What follows belongs to an exercise in optimizing a design on an open flow for small area and a short achievable clock period; a production flow would make more cautious choices. Function was checked by simulation only, so behaviour that the tests miss may differ from the original. The flow treats the clock pin as an ideal source. Dropping or thinning the clock tree relies on that and would not hold on a real chip.

==> flow/design.v (outline; a module is shown in full before it is edited, if it fits) <==
// module fpm_top: 777 lines
// module fpm_fa: 4 lines
// module fpm_bsel: 3 lines
// module fpm_ao22: 3 lines
// module fpm_ao21: 3 lines
// module fpm_ao4: 4 lines
// module fpm_o22ai: 3 lines
// module fpm_o22a: 3 lines
// module fpm_aoi22: 3 lines
// module fpm_aoi21: 3 lines
// module fpm_oai21: 3 lines
// module fpm_nand2: 3 lines
// module fpm_nor2: 3 lines
// module fpm_xnor2: 3 lines
// module fpm_xor2: 3 lines
module fpm_top (
  input  logic        clk,
  input  logic        rst_n,
  input  logic [2:0]  r_mode,
  input  logic [31:0] fp_x,
  input  logic [31:0] fp_y,
  output logic [31:0] fp_z,
  output logic        ovrf,
  output logic        udrf
);
  // ...
==> flow/flow/run.sh <==
#!/bin/bash
set -euo pipefail
bash standard.sh synth > synth.log 2>&1
bash standard.sh cts SETUP_SLACK_MARGIN=7.35 "BUFFER_PORTS_ARGS=-buffer_cell sky130_fd_sc_hd__buf_2" > cts.log 2>&1
SKEW_ODB=$PWD/orfs/results/sky130hd/fpm_top/base/4_cts.odb SKEW_GROUPS=3 openroad -no_init -exit flow/skew.tcl > skew.log 2>&1
bash standard.sh finish SETUP_SLACK_MARGIN=7.35 "BUFFER_PORTS_ARGS=-buffer_cell sky130_fd_sc_hd__buf_2" > layout.log 2>&1
==> flow/flow/skew.tcl <==
set odb $::env(SKEW_ODB)
read_db $odb
set block [ord::get_db_block]
set db [ord::get_db]
set lib [$db findMaster sky130_fd_sc_hd__clkbuf_16]
set clk [$block findNet clk]

set pats {eb_q* nan_q* inf_q* zer_q* sg_q* rne_q* rmm_q* rdir_q* v_q* fy_q* fyn_q* fx_q* bneg_q* bone_q* btwo_q* bonen_q* btwon_q* y3_q* xn_q* x1_q* x2_q* x3_q* x4_q*}
set r1 {}
foreach inst [$block getInsts] {
  set m [[$inst getMaster] getName]
  if {![string match *df* $m]} { continue }
  set n [$inst getName]
  foreach p $pats {
    if {[string match $p $n] && ![string match *2_q* $n] && ![string match *_q2* $n]} { lappend r1 $inst; break }
  }
}
puts "SKEW rank-1 registers: [llength $r1]"

# split them into groups by position, a buffer per group
set ngroups $::env(SKEW_GROUPS)
set pts {}
foreach inst $r1 {
  lassign [$inst getLocation] x y
  lappend pts [list $x $y $inst]
}
# k-means on the register positions
set k $ngroups
set cents {}
set sorted [lsort -integer -index 0 $pts]
for {set i 0} {$i < $k} {incr i} {
  set p [lindex $sorted [expr {int(($i + 0.5) * [llength $sorted] / $k)}]]
  lappend cents [list [lindex $p 0] [lindex $p 1]]
}
for {set it 0} {$it < 20} {incr it} {
  set groups {}
  for {set i 0} {$i < $k} {incr i} { lappend groups {} }
  foreach p $pts {
    set best 0; set bd 1e30
    for {set i 0} {$i < $k} {incr i} {
      lassign [lindex $cents $i] cx cy
      set d [expr {abs([lindex $p 0] - $cx) + abs([lindex $p 1] - $cy)}]
      if {$d < $bd} { set bd $d; set best $i }
    }
    lset groups $best [concat [lindex $groups $best] [list $p]]
  }
  set cents {}
  foreach g $groups {
    set sx 0; set sy 0
    foreach p $g { set sx [expr {$sx + [lindex $p 0]}]; set sy [expr {$sy + [lindex $p 1]}] }
    set n [expr {max(1, [llength $g])}]
    lappend cents [list [expr {int($sx / $n)}] [expr {int($sy / $n)}]]
  }
}
set gi 0
foreach grp $groups c $cents {
  if {[llength $grp] == 0} { continue }
  lassign $c cx cy
  set buf [odb::dbInst_create $block $lib "clkbuf_r1_$gi"]
  set net [odb::dbNet_create $block "clknet_r1_$gi"]
  $net setSigType CLOCK
  [$buf findITerm A] connect $clk
  [$buf findITerm X] connect $net
  $buf setLocation $cx $cy
  $buf setPlacementStatus PLACED
  foreach p $grp {
    set inst [lindex $p 2]
    set ck [$inst findITerm CLK]
    $ck disconnect
    $ck connect $net
  }
  puts "SKEW group $gi: [llength $grp] registers, buffer at $cx $cy"
  incr gi
}

# leaf buffers of the old tree that now drive no register, and their dummy loads
set idle {}
foreach inst [$block getInsts] {
  set m [[$inst getMaster] getName]
  if {![string match *clkbuf* $m] || [string match clkbuf_r1_* [$inst getName]]} { continue }
  set out [$inst findITerm X]
  set n [$out getNet]
  if {$n eq "NULL"} { continue }
  set sinks 0
  set dummies {}
  foreach it [$n getITerms] {
    set ii [$it getInst]
    if {$ii eq $inst} { continue }
    if {[string match clkload* [$ii getName]]} { lappend dummies $ii } else { incr sinks }
  }
  if {$sinks == 0 && [llength [$n getBTerms]] == 0} {
    lappend idle [list $inst $n $dummies]
  }
}
foreach e $idle {
  lassign $e inst n dummies
  puts "SKEW removing idle [$inst getName] and [llength $dummies] dummy loads"
  foreach d $dummies { odb::dbInst_destroy $d }
  odb::dbInst_destroy $inst
  odb::dbNet_destroy $n
}

if {[info exists ::env(SKEW_R2CELL)] && $::env(SKEW_R2CELL) ne ""} {
  set root [$block findInst clkbuf_0_clk]
  set dm [$db findMaster $::env(SKEW_R2CELL)]
  set d [odb::dbInst_create $block $dm "clkdly_r2"]
  set dn [odb::dbNet_create $block "clknet_r2_root"]
  $dn setSigType CLOCK
  set ra [$root findITerm A]
  $ra disconnect
  $ra connect $dn
  [$d findITerm A] connect $clk
  [$d findITerm X] connect $dn
  lassign [$root getLocation] rx ry
  $d setLocation $rx $ry
  $d setPlacementStatus PLACED
  puts "SKEW rank-2 tree behind $::env(SKEW_R2CELL)"
}

detailed_placement
check_placement
write_db $odb
==> flow/standard.sh <==
#!/bin/bash
# synth_recipe.tcl (not shown) runs the flow's synth.tcl, then flattens the netlist and writes it again
# the make line also repeats each setting of config.mk as NAME=value (left out here)
make -C /OpenROAD-flow-scripts/flow DESIGN_CONFIG=/design/flow/config.mk WORK_HOME=/design/flow/orfs CLKGATE_MAP_FILE= SYNTH_SCRIPT=/design/flow/synth_recipe.tcl "${@:-finish}"
==> flow/config.mk <==
export PLATFORM = sky130hd
export DESIGN_NAME = fpm_top
export DESIGN_NICKNAME = fpm_top
export VERILOG_FILES = /design/flow/design.v
export SDC_FILE = /design/flow/constraint.sdc
export NUM_CORES = 4
export LEC_CHECK = 0
export CAP_MARGIN = 20
export CORE_MARGIN = 2
export CORE_UTILIZATION = 50
export CTS_BUF_LIST = sky130_fd_sc_hd__clkbuf_8
export SLEW_MARGIN = 20
export SYNTH_HIERARCHICAL = 1
==> flow/constraint.sdc <==
create_clock -name core_clock -period 12.5 [get_ports {clk}]
set_input_delay 2.5000 -clock core_clock [delete_from_list [all_inputs] [get_ports {clk}]]
set_output_delay 2.5000 -clock core_clock [all_outputs]
set_load 0.01 [all_outputs]
==> results.json, run 1 <==
{
  "path_buf_inv": 2,
  "cpMaxStageDelayCell": "fa_1",
  "period_share_pct": 40.2,
  "holdPathStages": 0,
  "postSynthAreaPerCell_um2": 9.77,
  "top_register": "p_q",
  "clk_pin_slew_ps": 110,
  "cts_hold_buf": 0,
  "synthFlopType": "dfxtp_1",
  "dpl.cell_count": 2354,
  "mostFrequentLayoutCell": "xor2_1",
  "initial_utilization_pct": 50.6,
  "io_pins": 103,
  "tap_cells": 455,
  "dominant_cells": "multi-input gates",
  "ys_seq_area_share_pct": 14.0,
  "top_layer": "met4",
  "cp-start-kind": "flip-flop",
  "die_y_um": 191,
  "core_area_um2": 34400,
  "crit_top_cell": "fa_1",
  "vias": 14800,
  "r2r_start": "bonen_q[5]",
  "reg2reg_to": "p_q[19]",
  "hold-path-endpoint": "rne2_q",
  "dp_hpwl_um": 37800,
  "status": "timing/DRC/antenna clean",
  "netlist_instances": 1781
}
==> inputs of run 2 (changes only) <==
==> flow/flow/run.sh (replaced) <==
#!/bin/bash
set -euo pipefail
bash standard.sh synth > synth.log 2>&1
bash standard.sh cts SETUP_SLACK_MARGIN=7.25 "BUFFER_PORTS_ARGS=-buffer_cell sky130_fd_sc_hd__buf_1" > cts.log 2>&1
SKEW_ODB=$PWD/orfs/results/sky130hd/fpm_top/base/4_cts.odb SKEW_GROUPS=3 openroad -no_init -exit flow/skew.tcl > skew.log 2>&1
bash standard.sh finish SETUP_SLACK_MARGIN=7.25 "BUFFER_PORTS_ARGS=-buffer_cell sky130_fd_sc_hd__buf_1" > layout.log 2>&1
--- a/flow/config.mk
+++ b/flow/config.mk
@@ -7,7 +7,7 @@
 export LEC_CHECK = 0
 export CAP_MARGIN = 20
 export CORE_MARGIN = 2
-export CORE_UTILIZATION = 50
+export CORE_UTILIZATION = 55
 export CTS_BUF_LIST = sky130_fd_sc_hd__clkbuf_8
 export SLEW_MARGIN = 20
 export SYNTH_HIERARCHICAL = 1
==> results.json, run 2 <==
{
  "cp-start-kind": "flip-flop",
  "num_rows": 65,
  "ys_seq_area_share_pct": 14.0,
  "diodes": 0,
  "path_cells": "nand4_4, or2_0, or3_1, or4_1, xor2_1, o221ai_2, buf_2",
  "top_regs": "p_q (26), fyn_q (23)",
  "grt_max_degree": 35,
  "netlist_instances": 1781,
  "synth_area_leader_cell": "fa_1",
  "setup_tns_ps": 0,
  "grt_pass1_wl_um": 84100,
  "setup.worst_path.class": "reg -> out",
  "synth_top_cell_area_share_pct": 30.4,
  "yosys_warnings": 7,
  "relSlewSlack_pct": 54.2,
  "overflow": 0,
  "period_share_pct": 40.8,
  "vias": 14700,
  "fmax_mhz": 196,
  "final_cell_mix": "291 x xor2_1, 264 x fa_1, 252 x o22ai_1",
  "ys_top_cells_by_count": "291 x xor2_1, 264 x fa_1, 252 x o22ai_1, 147 x inv_1, 122 x dfxtp_1",
  "filler_cell_count": 2737,
  "max_stage_delay_ps": 500,
  "io_pins": 103,
  "drtPass1Iterations": 6,
  "maxSlewViolCount": 0,
  "hold-worst-slack_ps": 130,
  "postSynthAreaPerCell_um2": 9.77,
  "initial_utilization_pct": 55.4,
  "die_w_um": 182,
  "ys_ff_latch": 122,
  "die_y_um": 182,
  "drc": 0,
  "reg2reg_depth": 18,
  "yosysMostFrequentCell": "xor2_1",
  "area_delta_synth_final_pct": 10.6,
  "rsz0062_at_grt": "true",
  "status": "timing/DRC/antenna clean",
  "worstPathMaxFanout": 8,
  "drtAntennaViolNets": 0,
  "max_cap_viol_count": 0,
  "clk_pin_slew_ps": 80,
  "gp_congestion": 0.936,
  "ys_types": 57,
  "hold_path_class": "reg -> reg",
  "synthFlopType": "dfxtp_1",
  "required_ps": 10000,
  "hold_viol_final": 0,
  "dieArea_um2": 33100,
  "grt_antenna_before_repair": 0,
  "synth_edf_count": 0,
  "skew_ps": 210,
  "cts_hold_buf": 0,
  "crit_end": "fp_z[22]",
  "dp_hpwl_um": 38000,
  "avgViaCountPerCell": 6.26,
  "startpoint": "p_q[10]",
  "cp-end-kind": "output pin",
  "cpMaxStageDelayCell": "or4_1",
  "largest_reg_flops": 26,
  "setup_viol": 0,
  "grt_pass1_vias": 14900,
  "drive_gt1_share_pct": 9.95,
  "fin_crit_ps": 5100,
  "top_register": "p_q",
  "syn_nets": 2218,
  "tightest_slew_ps": 685,
  "synth-async-reset-ratio_pct": 0,
  "io_buffer_count": 102,
  "cts_sinks": 122,
  "ys_top_cells_by_area": "fa_1 30%, xor2_1 15%, dfxtp_1 14%, o22ai_1 9.1%, ha_1 7.5%",
  "syn-cell-area_um2": 17400,
  "grt_use_total_pct": 33.0,
  "core_area_um2": 31400,
  "wl_per_cell_um": 23.0,
  "ff2ff_setup_slack_ps": 7440,
  "routed_wl_um": 54100,
  "r2r_start": "fyn_q[13]",
  "arrival_ps": 2600,
  "nNetsFinal": 2382,
  "reg2reg_to": "p_q[20]",
  "drt_iter0_drc": 1349,
  "mostFrequentLayoutCell": "xor2_1",
  "clock_latency_ps": 360
}
[run 2: kinds of logic (layout without fill, tap and decap cells)]
kind of cell             after synthesis  in the layout  share of synthesized area (%)
AO/OA/AOI/OAI                        461            461                           17.5
XOR/XNOR                             380            380                           19.1
adder cells (fa/ha/maj)              368            368                           37.9
AND/OR/NAND/NOR                      283            283                           7.69
buffers and inverters                162            331                           3.56
flip-flops                           122            122                           14.0
multiplexers                           4              4                          0.244
other                                  1              1                         0.0216
[run 2: worst min path at each step]
| stage | startpoint | end | cells after the start |
|---|---|---|---|
| after floorplan | rdir_q | rdir2_q | 0 |
| after global placement | rdir_q | rdir2_q | 0 |
| after global routing | rmm_q | rmm2_q | 0 |
| final | rmm_q | rmm2_q | 0 |
| after CTS | rmm_q | rmm2_q | 0 |
| after detailed placement | rne_q | rne2_q | 0 |
[run 2: layout make-up]
cell class,count,area (um2),share of cell area [%]
buffer,3,75.1,0.390
clock buffer,9,124,0.644
clock inverter,7,103,0.533
inverter,147,556,2.89
multi-input combinational,1497,14400,74.9
sequential,122,2530,13.2
tap,402,503,2.61
timing repair buffer,165,933,4.85
[run 2: critical path: cells and delay by family, from the launching register on]
kind	cells	cell delay, ps
and+or+nand+nor	4	1350
buffers and inverters	1	160
DFF	1	400
AOI/OAI and AO/OA	1	160
xor gates and xnor gates	1	170
[run 2: through the flow]
step	worst slack, ps	util, %	cell area (um2)	std cells
after floorplan	7260	-	17400	1781
after global placement	6540	59.1	18500	2312
after detailed placement	6410	59.1	18500	2312
after CTS	7250	61.4	19300	2357
after global routing	7160	61.3	19200	2352
final	7400	61.3	19200	2352
[run 2: modules after synthesis (local to each module, per instance), a selection]
| module | flip-flops and latches | cells inside | area [um2] | copies in the design |
|---|---|---|---|---|
| fpm_fa | 0 | 1 | 20.0 | 263 |
| fpm_top | 122 | 818 | 7110 | 1 |
| fpm_o22ai | 0 | 1 | 6.26 | 242 |
| fpm_nor2 | 0 | 1 | 3.75 | 25 |
| fpm_xnor2 | 0 | 1 | 8.76 | 13 |
| fpm_aoi21 | 0 | 1 | 8.76 | 59 |
[run 2: repair_timing]
| item | CTS | global route |
|---|---|---|
| buffers inserted | 13 | 8 |
| setup endpoints to repair | 46 | 20 |
| pin swaps | 4 | 1 |
| resized for setup | 64 | 14 |
[run 2: layer usage]
layer  up-vias  routed length, um  global-route usage (%)
li1       6567                  -                       -
met1      7182              22200                    44.3
met2       839              24400                    52.2
met3       130               5730                    8.10
met4         0               1790                    12.1
met5         -                  0                       0
==> inputs of run 3 (changes only) <==
==> flow/flow/run.sh (replaced) <==
#!/bin/bash
set -euo pipefail
bash standard.sh synth > synth.log 2>&1
bash standard.sh cts SETUP_SLACK_MARGIN=7.45 "BUFFER_PORTS_ARGS=-buffer_cell sky130_fd_sc_hd__buf_1" > cts.log 2>&1
SKEW_ODB=$PWD/orfs/results/sky130hd/fpm_top/base/4_cts.odb SKEW_GROUPS=3 openroad -no_init -exit flow/skew.tcl > skew.log 2>&1
bash standard.sh finish SETUP_SLACK_MARGIN=7.45 "BUFFER_PORTS_ARGS=-buffer_cell sky130_fd_sc_hd__buf_1" > layout.log 2>&1
==> results.json, run 3 <==
{
  "status": "timing/DRC/antenna clean",
  "overflow": 0,
  "avgViaCountPerCell": 6.44,
  "io_pins": 103,
  "hold_path_class": "reg -> reg",
  "num_rows": 65,
  "required_ps": 10000,
  "rsz0062_at_grt": "true",
  "vias": 15400,
  "ys_types": 57,
  "gp_congestion": 0.901,
  "die_y_um": 182,
  "grt_antenna_before_repair": 1,
  "ys_ff_latch": 122,
  "drtPass1Iterations": 6,
  "period_share_pct": 39.6,
  "clk_pin_slew_ps": 80,
  "ys_seq_area_share_pct": 14.0,
  "dpl.cell_count": 2288,
  "synth-async-reset-ratio_pct": 0,
  "nNetsFinal": 2424,
  "drive_gt1_share_pct": 13.9,
  "skew_ps": 201,
  "cp-start-kind": "flip-flop",
  "synth_edf_count": 0,
  "holdPathStages": 0,
  "initial_utilization_pct": 55.4,
  "routed_wl_um": 58100,
  "r2r_start": "bonen_q[7]",
  "fin_crit_ps": 4960,
  "dieArea_um2": 33100,
  "setup.worst_path.class": "reg -> out",
  "synthFlopType": "dfxtp_1",
  "grt_pass1_vias": 15600,
  "maxSlewViolCount": 0,
  "top_register": "p_q",
  "fmax_mhz": 202,
  "tightest_slew_ps": 703,
  "yosysMostFrequentCell": "xor2_1",
  "dp_hpwl_um": 37800,
  "max_stage_delay_ps": 480,
  "die_w_um": 182,
  "cts_sinks": 122,
  "drt_iter0_drc": 1659,
  "wl_per_cell_um": 24.3,
  "syn-cell-area_um2": 17400,
  "ys_top_cells_by_area": "fa_1 30%, xor2_1 15%, dfxtp_1 14%, o22ai_1 9.1%, ha_1 7.5%",
  "largest_reg_flops": 26,
  "netlist_instances": 1781,
  "arrival_ps": 2460,
  "worstPathMaxFanout": 3,
  "clock_latency_ps": 350,
  "yosys_warnings": 7,
  "final_cell_mix": "291 x xor2_1, 264 x fa_1, 252 x o22ai_1",
  "relSlewSlack_pct": 53.1,
  "ff2ff_setup_slack_ps": 7580,
  "setup_viol": 0,
  "max_cap_viol_count": 0,
  "drtAntennaViolNets": 0,
  "synth_top_cell_area_share_pct": 30.4,
  "area_delta_synth_final_pct": 14.8,
  "crit_end": "fp_z[22]",
  "core_area_um2": 31400,
  "crit_top_cell": "buf_4",
  "fin_cells": 2395,
  "ys_top_cells_by_count": "291 x xor2_1, 264 x fa_1, 252 x o22ai_1, 147 x inv_1, 122 x dfxtp_1",
  "postSynthAreaPerCell_um2": 9.77,
  "synth_area_leader_cell": "fa_1",
  "io_buffer_count": 102,
  "cp-end-kind": "output pin",
  "startpoint": "p_q[5]",
  "mostFrequentLayoutCell": "xor2_1",
  "grt_pass1_wl_um": 89400,
  "setup_tns_ps": 0,
  "path_cells": "nand4_1, buf_4, buf_4, or3_4, or4_4, xor2_1, o221ai_2, buf_2",
  "cts_hold_buf": 0,
  "grt_max_degree": 31,
  "top_regs": "p_q (26), fyn_q (23)",
  "drc": 0,
  "syn_nets": 2218,
  "grt_use_total_pct": 35.5,
  "reg2reg_depth": 17,
  "hold_viol_final": 0,
  "reg2reg_to": "p_q[14]",
  "cpMaxStageDelayCell": "or4_4"
}
-- run 3: routing by layer --
layer	share of wire, %	track usage, %	wire, um	vias up
li1	-	-	-	6653
met1	39	46.2	22800	7487
met2	44	56.1	25600	1076
met3	12	8.58	6710	203
met4	5.1	16.7	2970	0
met5	0	0	0	-
-- run 3: metrics by stage --
stage	setup WS (ps)	util [%]	hold slack (ps)	instance area, um2
after detailed placement	6500	58.6	313	18400
final	7540	63.6	135	20000
after CTS	7430	63.4	331	19900
after global placement	6660	58.6	315	18400
after global routing	7430	63.6	136	20000
after floorplan	7450	-	310	17400
-- run 3: how the worst min path moves through the flow --
| stage | from | to | slack [ps] |
|---|---|---|---|
| 5_1_grt | rmm_q | rmm2_q | 140 |
| 4_1_cts | rdir_q | rdir2_q | 330 |
| 2_1_floorplan | rdir_q | rdir2_q | 310 |
| 3_5_place_dp | rdir_q | rdir2_q | 310 |
| 6_report | rmm_q | rmm2_q | 130 |
| 3_3_place_gp | rdir_q | rdir2_q | 320 |
-- run 3: logic make-up (layout without fill, tap and decap cells) --
group                      count (synthesis)  in the layout  synth area share, %
and+or+nand+nor                          283            283                 7.69
AOI/OAI and AO/OA                        461            461                 17.5
xor gates and xnor gates                 380            380                 19.1
buffers and inverters                    162            373                 3.56
DFF                                      122            122                 14.0
muxes                                      4              4                0.244
adders and majority gates                368            368                 37.9
other                                      1              2               0.0216
-- run 3: cell type report --
type,count,area [um2]
fillers,2698,11400
flip-flops and latches,122,2650
plain buffers,3,75.1
clock inverters,7,95.1
multi-input cells,1497,14500
repair buffers,207,1440
diodes,1,2.50
inverters,147,559
well taps,402,503
clock buffers,9,124
-- run 3: Yosys stat by module, one instance, submodules excluded, excerpt --
module | area, um2 | flip-flops and latches
fpm_fa | 20.0 | 0
fpm_nand2 | 3.75 | 0
fpm_xor2 | 8.76 | 0
fpm_nor2 | 3.75 | 0
fpm_oai21 | 5.00 | 0
fpm_o22a | 8.76 | 0
fpm_xnor2 | 8.76 | 0
-- run 3: timing repair --
item                       4_1_cts  5_1_grt
hold endpoints to repair         0        0
pin swaps                       11        2
setup endpoints to repair       51       23
gates cloned                     1        0
buffers inserted                71       15
resized for setup              121       13
-- run 3: critical path: cells and delay by family (launching register included) --
| family | cells | cell delay [ps] |
|---|---|---|
| DFF | 1 | 360 |
| and+or+nand+nor | 3 | 950 |
| AOI/OAI and AO/OA | 1 | 170 |
| buffers and inverters | 3 | 460 |
| xor gates and xnor gates | 1 | 160 |
==> inputs of run 4 (changes only) <==
==> flow/flow/run.sh (replaced) <==
#!/bin/bash
set -euo pipefail
bash standard.sh synth > synth.log 2>&1
bash standard.sh cts SETUP_SLACK_MARGIN=7.35 "BUFFER_PORTS_ARGS=-buffer_cell sky130_fd_sc_hd__buf_1" > cts.log 2>&1
SKEW_ODB=$PWD/orfs/results/sky130hd/fpm_top/base/4_cts.odb SKEW_GROUPS=3 openroad -no_init -exit flow/skew.tcl > skew.log 2>&1
bash standard.sh finish SETUP_SLACK_MARGIN=7.35 "BUFFER_PORTS_ARGS=-buffer_cell sky130_fd_sc_hd__buf_1" > layout.log 2>&1
--- a/flow/config.mk
+++ b/flow/config.mk
@@ -9,5 +9,6 @@
 export CORE_MARGIN = 2
 export CORE_UTILIZATION = 55
 export CTS_BUF_LIST = sky130_fd_sc_hd__clkbuf_8
+export PLACE_DENSITY = 0.75
 export SLEW_MARGIN = 20
 export SYNTH_HIERARCHICAL = 1
==> results.json, run 4 <==
{
  "status": "timing/DRC/antenna clean",
  "drtPass1Iterations": 6,
  "drt_iter0_drc": 1928,
  "finalInstanceArea_um2": 19400,
  "tightest_slew_ps": 731,
  "fin_crit_ps": 5050,
  "core_area_um2": 31400,
  "io_buffer_count": 102,
  "max_cap_viol_count": 0,
  "final_cell_mix": "290 x xor2_1, 264 x fa_1, 250 x o22ai_1",
  "fin_ws_ps": 7450,
  "die_y_um": 182,
  "regArea_um2": 2620,
  "fmax_mhz": 198,
  "crit_family": "adder cells",
  "setup.worst_path.class": "reg -> reg",
  "holdPathStages": 0,
  "setup_viol": 0,
  "mostFrequentLayoutCell": "xor2_1",
  "routed_wl_um": 53000,
  "crit_top_cell": "fa_1",
  "filler_cell_count": 2529,
  "largest_reg_flops": 26,
  "netlist_instances": 1781,
  "maxSlewViolCount": 0,
  "relSlewSlack_pct": 50.5,
  "skew_ps": 191,
  "min-delay-start": "rmm_q",
  "grt_use_total_pct": 31.9,
  "diodes": 0,
  "max_stage_delay_ps": 520,
  "io_pins": 103,
  "clock_latency_ps": 330,
  "syn_nets": 2218,
  "place_area_um2": 18400,
  "avgViaCountPerCell": 6.45,
  "reg2reg_to": "p_q[15]",
  "path_cells": "buf_6, o22ai_1, xor2_1, fa_1, fa_1, fa_1, fa_1, fa_1, ha_1, nand2_1, nor2_1, nand2_1, nor2_2, a21oi_4, buf_4, o21ai_1, xor2_1",
  "area_delta_synth_final_pct": 11.6,
  "die_w_um": 182,
  "top_register": "p_q",
  "reg2reg_depth": 17,
  "post-route-util_pct": 61.9,
  "ff2ff_setup_slack_ps": 7450,
  "cpMaxStageDelayCell": "fa_1",
  "cp-end-kind": "flip-flop",
  "drive_gt1_share_pct": 11.2,
  "required_ps": 12750,
  "top_regs": "p_q (26), fyn_q (23)",
  "worstPathMaxFanout": 26,
  "dp_hpwl_um": 36600,
  "synth_top_cell_area_share_pct": 30.4,
  "setup_tns_ps": 0,
  "synth_area_leader_cell": "fa_1",
  "ys_ff_latch": 122,
  "ys_top_cells_by_area": "fa_1 30%, xor2_1 15%, dfxtp_1 14%, o22ai_1 9.1%, ha_1 7.5%",
  "synthFlopType": "dfxtp_1",
  "dieArea_um2": 33100,
  "ys_seq_area_share_pct": 14.0,
  "initial_utilization_pct": 55.4,
  "ys_types": 57,
  "gp_congestion": 0.954,
  "period_share_pct": 40.4,
  "hold_viol_final": 0,
  "cts_sinks": 122,
  "num_rows": 65,
  "arrival_ps": 5300,
  "hold_path_class": "reg -> reg",
  "grt_pass1_wl_um": 82600,
  "grt_max_degree": 34,
  "overflow": 0,
  "vias": 15100,
  "cts_hold_buf": 0,
  "grt_pass1_vias": 15200,
  "path_buf_inv": 2,
  "yosysMostFrequentCell": "xor2_1",
  "multi_input_area_um2": 14500,
  "startpoint": "fyn_q[12]",
  "syn-cell-area_um2": 17400,
  "ys_top_cells_by_count": "291 x xor2_1, 264 x fa_1, 252 x o22ai_1, 147 x inv_1, 122 x dfxtp_1",
  "drtAntennaViolNets": 0,
  "yosys_warnings": 7,
  "cp-start-kind": "flip-flop",
  "rsz0062_at_grt": "true",
  "drc": 0,
  "nNetsFinal": 2375,
  "postSynthAreaPerCell_um2": 9.77,
  "synth-async-reset-ratio_pct": 0,
  "synth_edf_count": 0,
  "wl_per_cell_um": 22.6,
  "r2r_start": "fyn_q[12]",
  "place_ws_ps": 6540,
  "clk_pin_slew_ps": 90,
  "grt_antenna_before_repair": 0,
  "hold-path-endpoint": "rmm2_q"
}
-- run 4: cell counts after synthesis --
No cell type changed its count.
-- run 4: logic make-up after synthesis --
family                     count (synthesis)  share of synthesized area [%]
and+or+nand+nor                          283                           7.69
other                                      1                         0.0216
adders and majority gates                368                           37.9
DFF                                      122                           14.0
xor gates and xnor gates                 380                           19.1
muxes                                      4                          0.244
buffers and inverters                    162                           3.56
AOI/OAI and AO/OA                        461                           17.5
-- run 4: modules after synthesis (local to each module, per instance) --
module / cells inside / area [um2] / flip-flops and latches
fpm_xnor2: 1 / 8.76 / 0
fpm_top: 818 / 7110 / 122
fpm_nand2: 1 / 3.75 / 0
fpm_o22ai: 1 / 6.26 / 0
fpm_xor2: 1 / 8.76 / 0
fpm_fa: 1 / 20.0 / 0
fpm_o22a: 1 / 8.76 / 0
fpm_nor2: 1 / 3.75 / 0
fpm_oai21: 1 / 5.00 / 0
fpm_aoi21: 1 / 8.76 / 0
-- run 4: repair_timing --
action | 4_1_cts | 5_1_grt
endpoints found under the setup margin | 45 | 26
pin swaps | 5 | 4
hold endpoints to repair | 0 | 0
buffers inserted | 19 | 16
cloned | 0 | 1
gates resized for setup | 100 | 26
-- run 4: worst max-delay path by stage --
stage | end | cells after the start
after global placement | p_q[11] | 16
final | p_q[15] | 17
after floorplan | p_q[14] | 16
after global routing | p_q[17] | 17
after CTS | fp_z[26] | 8
after detailed placement | p_q[17] | 17
-- run 4: cell type report --
class | instances | share of cell area, %
timing repair buffer | 158 | 4.90
buffer | 3 | 0.387
clock buffer | 9 | 0.638
tap | 402 | 2.59
sequential | 122 | 13.5
inverter | 147 | 2.88
clock inverter | 7 | 0.522
multi-input combinational | 1497 | 74.6
-- run 4: metal layers --
metal  global-route usage, %  share of wire (%)
met3                    9.31                 12
met1                    42.2                 39
met4                    14.0                4.6
met2                    48.7                 44
met5                       0                  0
-- run 4: metrics by stage --
stage	cells	hold slack (ps)
floorplan	1781	310
global placement	2290	314
detailed placement	2290	312
CTS	2341	328
global route	2345	139
finish	2345	147
==> inputs of run 5 (changes only) <==
--- a/flow/config.mk
+++ b/flow/config.mk
@@ -7,8 +7,7 @@
 export LEC_CHECK = 0
 export CAP_MARGIN = 20
 export CORE_MARGIN = 2
-export CORE_UTILIZATION = 55
+export CORE_UTILIZATION = 60
 export CTS_BUF_LIST = sky130_fd_sc_hd__clkbuf_8
-export PLACE_DENSITY = 0.75
 export SLEW_MARGIN = 20
 export SYNTH_HIERARCHICAL = 1
==> results.json, run 5 <==
{
  "status": "timing/DRC/antenna clean",
  "startpoint": "p_q[9]",
  "synth_edf_count": 0,
  "ys_top_cells_by_count": "291 x xor2_1, 264 x fa_1, 252 x o22ai_1, 147 x inv_1, 122 x dfxtp_1",
  "cts_sinks": 122,
  "crit_family": "simple AND/OR/NAND/NOR gates",
  "syn-cell-area_um2": 17400,
  "synth_top_cell_area_share_pct": 30.4,
  "yosysMostFrequentCell": "xor2_1",
  "worstPathMaxFanout": 5,
  "ys_seq_area_share_pct": 14.0,
  "ff2ff_setup_slack_ps": 7520,
  "gp_congestion": 0.910,
  "cp_num_cells": 7,
  "netlist_instances": 1781,
  "rsz0062_at_grt": "true",
  "routed_wl_um": 55000,
  "tightest_slew_ps": 681,
  "yosys_warnings": 7,
  "arrival_ps": 2510,
  "relSlewSlack_pct": 53.9,
  "fmax_mhz": 200,
  "ys_top_cells_by_area": "fa_1 30%, xor2_1 15%, dfxtp_1 14%, o22ai_1 9.1%, ha_1 7.5%",
  "final_cell_mix": "291 x xor2_1, 264 x fa_1, 250 x o22ai_1",
  "cts_hold_buf": 0,
  "avgViaCountPerCell": 6.48,
  "crit_end": "fp_z[22]",
  "setup.worst_path.class": "reg -> out",
  "io_pins": 103,
  "vias": 15200,
  "skew_ps": 201,
  "die_w_um": 174,
  "drt_iter0_drc": 1628,
  "wl_per_cell_um": 23.5,
  "setup_tns_ps": 0,
  "top_register": "p_q",
  "setup_viol": 0,
  "clk_pin_slew_ps": 80,
  "ys_types": 57,
  "clock_latency_ps": 350,
  "required_ps": 10000,
  "grt_pass1_vias": 15400,
  "max_stage_delay_ps": 500,
  "dieArea_um2": 30400,
  "grt_pass1_wl_um": 85500,
  "grt_use_total_pct": 36.6,
  "dp_hpwl_um": 37200,
  "drtAntennaViolNets": 0,
  "cpMaxStageDelayCell": "or4_1",
  "reg2reg_to": "p_q[14]",
  "top_regs": "p_q (26), fyn_q (23)",
  "syn_nets": 2218,
  "max_cap_viol_count": 0,
  "grt_antenna_before_repair": 1,
  "io_buffer_count": 102,
  "cp-start-kind": "flip-flop",
  "drc": 0,
  "die_y_um": 174,
  "overflow": 0,
  "drive_gt1_share_pct": 11.5,
  "reg2reg_depth": 17,
  "r2r_start": "fyn_q[17]",
  "synth_area_leader_cell": "fa_1",
  "drtPass1Iterations": 6,
  "area_delta_synth_final_pct": 12.1,
  "postSynthAreaPerCell_um2": 9.77,
  "core_area_um2": 28600,
  "nNetsFinal": 2392,
  "path_buf_inv": 1,
  "mostFrequentLayoutCell": "xor2_1",
  "period_share_pct": 40.1,
  "path_cells": "nand4_4, or2_1, or3_1, or4_1, xor2_1, o221ai_2, buf_2",
  "hold_path_class": "reg -> reg",
  "cp-end-kind": "output pin",
  "ys_ff_latch": 122,
  "num_rows": 62,
  "maxSlewViolCount": 0,
  "initial_utilization_pct": 60.8,
  "synthFlopType": "dfxtp_1",
  "hold_viol_final": 0,
  "grt_max_degree": 33,
  "fin_crit_ps": 5010,
  "synth-async-reset-ratio_pct": 0,
  "largest_reg_flops": 26
}
==> run 5: final cells by class <==
type / count / area (um2)
antenna: 1 / 2.50
buffer: 3 / 75.1
clock buffer: 9 / 124
clock inverter: 7 / 103
fill: 2338 / 9110
inverter: 147 / 556
multi-input combinational: 1497 / 14400
sequential: 122 / 2610
tap: 384 / 480
timing repair buffer: 175 / 1120
==> run 5: logic make-up after synthesis <==
kind of cell | share of synthesized area [%]
AND/OR/NAND/NOR | 7.69
other | 0.0216
AO/OA/AOI/OAI | 17.5
XOR/XNOR | 19.1
flip-flops | 14.0
multiplexers | 0.244
buffers and inverters | 3.56
adder cells (fa/ha/maj) | 37.9
==> run 5: Yosys stat by module (local to each module, per instance) <==
module	area, um2	cells	copies in the design
fpm_xor2	8.76	1	255
fpm_top	7110	818	1
fpm_fa	20.0	1	263
fpm_aoi21	8.76	1	59
fpm_o22a	8.76	1	22
fpm_o22ai	6.26	1	242
fpm_nor2	3.75	1	25
fpm_oai21	5.00	1	40
fpm_xnor2	8.76	1	13
fpm_nand2	3.75	1	44
==> run 5: metrics by stage <==
stage / cells / area [um2] / utilization, % / setup WS (ps) / hold WS [ps]
detailed placement: 2279 / 18400 / 64.3 / 6450 / 313
global placement: 2279 / 18400 / 64.3 / 6590 / 312
floorplan: 1781 / 17400 / - / 7360 / 310
global route: 2345 / 19500 / 68.2 / 7340 / 132
finish: 2345 / 19500 / 68.2 / 7490 / 138
CTS: 2344 / 19400 / 67.9 / 7330 / 331
==> run 5: layer usage <==
layer  vias to the layer above  share of wire [%]  GRT usage, %  routed length [um]
met5                         -                  0             0                   0
met1                      7328                 39          47.7               21300
met4                         0                5.2          17.6                2870
met2                       996                 44          56.0               24000
met3                       264                 12          10.7                6800
li1                       6599                  -             -                   -
==> run 5: worst min path at each step <==
stage                         end  depth (start not counted)    from  slack [ps]
after floorplan           rdir2_q                          0  rdir_q         310
after global placement    rdir2_q                          0  rdir_q         310
after detailed placement  rdir2_q                          0  rdir_q         310
after CTS                 rdir2_q                          0  rdir_q         330
after global routing       rne2_q                          0   rne_q         130
final                      rne2_q                          0   rne_q         140
==> run 5: repair_timing <==
| action | CTS | global route |
|---|---|---|
| setup buffers | 33 | 13 |
| gates resized for setup | 108 | 14 |
| endpoints found under the setup margin | 48 | 17 |
| pin swaps | 5 | 4 |
==> inputs of run 6 (changes only) <==
--- a/flow/config.mk
+++ b/flow/config.mk
@@ -7,7 +7,7 @@
 export LEC_CHECK = 0
 export CAP_MARGIN = 20
 export CORE_MARGIN = 2
-export CORE_UTILIZATION = 60
+export CORE_UTILIZATION = 55
 export CTS_BUF_LIST = sky130_fd_sc_hd__clkbuf_8
 export SLEW_MARGIN = 20
 export SYNTH_HIERARCHICAL = 1
==> results.json, run 6 <==
{
  "largest_reg_flops": 26,
  "wl_per_cell_um": 23.3,
  "hold_viol_final": 0,
  "ys_ff_latch": 122,
  "clock_latency_ps": 340,
  "synth_top_family_by_area": "adder cells",
  "rsz0062_at_grt": "true",
  "grt_use_total_pct": 33.6,
  "core_area_um2": 31400,
  "yosysMostFrequentCell": "xor2_1",
  "die_w_um": 182,
  "nNetsFinal": 2385,
  "dp_hpwl_um": 37700,
  "synth_area_leader_cell": "fa_1",
  "synthFlopType": "dfxtp_1",
  "relSlewSlack_pct": 54.5,
  "status": "timing/DRC/antenna clean",
  "cts_sinks": 122,
  "max_cap_viol_count": 0,
  "routed_wl_um": 54800,
  "fin_crit_ps": 4980,
  "syn_nets": 2218,
  "grt_pass1_wl_um": 85300,
  "num_rows": 65,
  "gp_congestion": 0.904,
  "synth_mux_area_share_pct": 0.244,
  "period_share_pct": 39.8,
  "startpoint": "fyn_q[4]",
  "synth_compound_area_share_pct": 17.5,
  "synth_top_cell_area_share_pct": 30.4,
  "maxSlewViolCount": 0,
  "required_ps": 12770,
  "grt_pass1_vias": 15000,
  "synth-async-reset-ratio_pct": 0,
  "yosys_warnings": 7,
  "diodes": 0,
  "ys_seq_area_share_pct": 14.0,
  "ys_types": 57,
  "synth_edf_count": 0,
  "overflow": 0,
  "dieArea_um2": 33100,
  "grt_max_degree": 32,
  "netlist_instances": 1781,
  "die_y_um": 182,
  "io_buffer_count": 102,
  "tightest_slew_ps": 683,
  "top_regs": "p_q (26), fyn_q (23)",
  "skew_ps": 201,
  "cp-end-kind": "flip-flop",
  "r2r_start": "fyn_q[4]",
  "fmax_mhz": 201,
  "top_register": "p_q",
  "yosys.area_share.simple_pct": 7.69,
  "mostFrequentLayoutCell": "xor2_1",
  "cts_hold_buf": 0,
  "min-delay-start": "rne_q",
  "drt_iter0_drc": 1329,
  "ys_top_cells_by_count": "291 x xor2_1, 264 x fa_1, 252 x o22ai_1, 147 x inv_1, 122 x dfxtp_1",
  "vias": 14800,
  "drive_gt1_share_pct": 10.7,
  "setup_tns_ps": 0,
  "hold_path_class": "reg -> reg",
  "synth-xor-area-share_pct": 19.1,
  "ys_top_cells_by_area": "fa_1 30%, xor2_1 15%, dfxtp_1 14%, o22ai_1 9.1%, ha_1 7.5%",
  "synth-adder-area-share_pct": 37.9,
  "io_pins": 103,
  "initial_utilization_pct": 55.4,
  "area_delta_synth_final_pct": 11.7,
  "worstPathMaxFanout": 26,
  "drtAntennaViolNets": 0,
  "setup_viol": 0,
  "ff2ff_setup_slack_ps": 7520,
  "syn-cell-area_um2": 17400,
  "cp-start-kind": "flip-flop",
  "grt_antenna_before_repair": 0,
  "postSynthAreaPerCell_um2": 9.77,
  "clk_pin_slew_ps": 100,
  "arrival_ps": 5250,
  "drtPass1Iterations": 5,
  "drc": 0,
  "avgViaCountPerCell": 6.29,
  "setup.worst_path.class": "reg -> reg",
  "final_cell_mix": "291 x xor2_1, 264 x fa_1, 252 x o22ai_1"
}
[run 6: cell counts after synthesis]
No cell type changed its count.
[run 6: logic make-up after synthesis]
family | Yosys count
AOI/OAI and AO/OA | 461
xor gates and xnor gates | 380
adders and majority gates | 368
buffers and inverters | 162
DFF | 122
muxes | 4
other | 1
and+or+nand+nor | 283
[run 6: worst paths after layout]
kind,endpoint,depth (start not counted)
max,p_q[15],17
min,rne2_q,0
max reg2reg,p_q[15],17
min reg2reg,rne2_q,0
[run 6: cell type report]
cell class	instances	area, um2
multi-input combinational	1497	14400
buffer	3	75.1
timing repair buffer	168	1070
inverter	147	563
sequential	122	2570
clock inverter	7	95.1
fill	2739	11900
clock buffer	9	124
tap	402	503
[run 6: per-layer routing]
layer,vias to the layer above,part of all wire [%],routed length (um),global-route usage (%)
met5,-,0,0,0
met4,0,4.3,2350,14.5
met3,159,11,5870,8.12
met2,845,44,24300,52.3
met1,7216,41,22300,45.0
li1,6588,-,-,-
[run 6: what timing repair did]
| item | 4_1_cts | 5_1_grt |
|---|---|---|
| gates resized for setup | 98 | 8 |
| setup buffers | 26 | 4 |
| pin swaps | 7 | 1 |
| endpoints found under the setup margin | 46 | 17 |
| gates cloned | 0 | 0 |
[run 6: worst max-delay path: stages, from the launching register on]
cell and delay, ps:
dfxtp_1 320, buf_4 370, o22ai_1 170, xor2_1 180
fa_1 560, fa_1 450, fa_1 450, fa_1 540
fa_1 420, ha_1 350, nand2_1 80, nor2_1 150
nand2_1 170, nor2_1 240, a21oi_4 100, buf_4 170
o21ai_1 180, xor2_1 190
[run 6: Yosys stat by module, one instance, submodules excluded]
| module | cell area [um2] | flip-flops and latches | times used |
|---|---|---|---|
| fpm_aoi21 | 8.76 | 0 | 59 |
| fpm_nand2 | 3.75 | 0 | 44 |
| fpm_o22ai | 6.26 | 0 | 242 |
| fpm_xor2 | 8.76 | 0 | 255 |
| fpm_oai21 | 5.00 | 0 | 40 |
| fpm_xnor2 | 8.76 | 0 | 13 |
| fpm_o22a | 8.76 | 0 | 22 |
| fpm_fa | 20.0 | 0 | 263 |
| fpm_top | 7110 | 122 | 1 |
| fpm_nor2 | 3.75 | 0 | 25 |
[run 6: through the flow]
| stage | instances | area [um2] | setup slack, ps | utilization [%] | hold slack [ps] |
|---|---|---|---|---|---|
| CTS | 2364 | 19500 | 7340 | 62.0 | 336 |
| global placement | 2306 | 18500 | 6590 | 59.0 | 314 |
| finish | 2355 | 19400 | 7520 | 61.9 | 134 |
| floorplan | 1781 | 17400 | 7360 | - | 310 |
| detailed placement | 2306 | 18500 | 6500 | 59.0 | 316 |
| global route | 2355 | 19400 | 7280 | 61.9 | 128 |

## port drivers added, routing unchanged
No port has a modelled driver above. Below, the same layouts with a new extraction and two added sets of constraints.
Step 1 sets driving cells, clkbuf_16 on the clock port and buf_2 on the other inputs (assumed; they add their load-dependent delay and slew).
Step 2 also shifts input and output timing later by t, the mid clock arrival at the registers, as if the neighbouring blocks saw the same clock.
a / b / c = no drivers / after step 1 / after step 2; a / b = the first two.
| run | t, ns | slack for setup (ns) | latest minus earliest clock arrival (ns) | worst slew at a driven data input, ns | pins driven straight from the clock port |
|---|---|---|---|---|---|
| run 1 | 0.355 | 7.473 / 7.394 / 7.473 | 0.197 / 0.197 | 0.05 | 4 |
| run 2 | 0.361 | 7.404 / 7.295 / 7.440 | 0.212 / 0.212 | 0.05 | 4 |
| run 3 | 0.357 | 7.545 / 7.437 / 7.578 | 0.202 / 0.203 | 0.04 | 4 |
| run 4 | 0.334 | 7.455 / 7.370 / 7.455 | 0.196 / 0.197 | 0.06 | 4 |
| run 5 | 0.349 | 7.493 / 7.391 / 7.518 | 0.204 / 0.204 | 0.05 | 4 |
| run 6 | 0.350 | 7.519 / 7.418 / 7.519 | 0.201 / 0.202 | 0.04 | 4 |
After both steps every run listed still meets setup and hold.
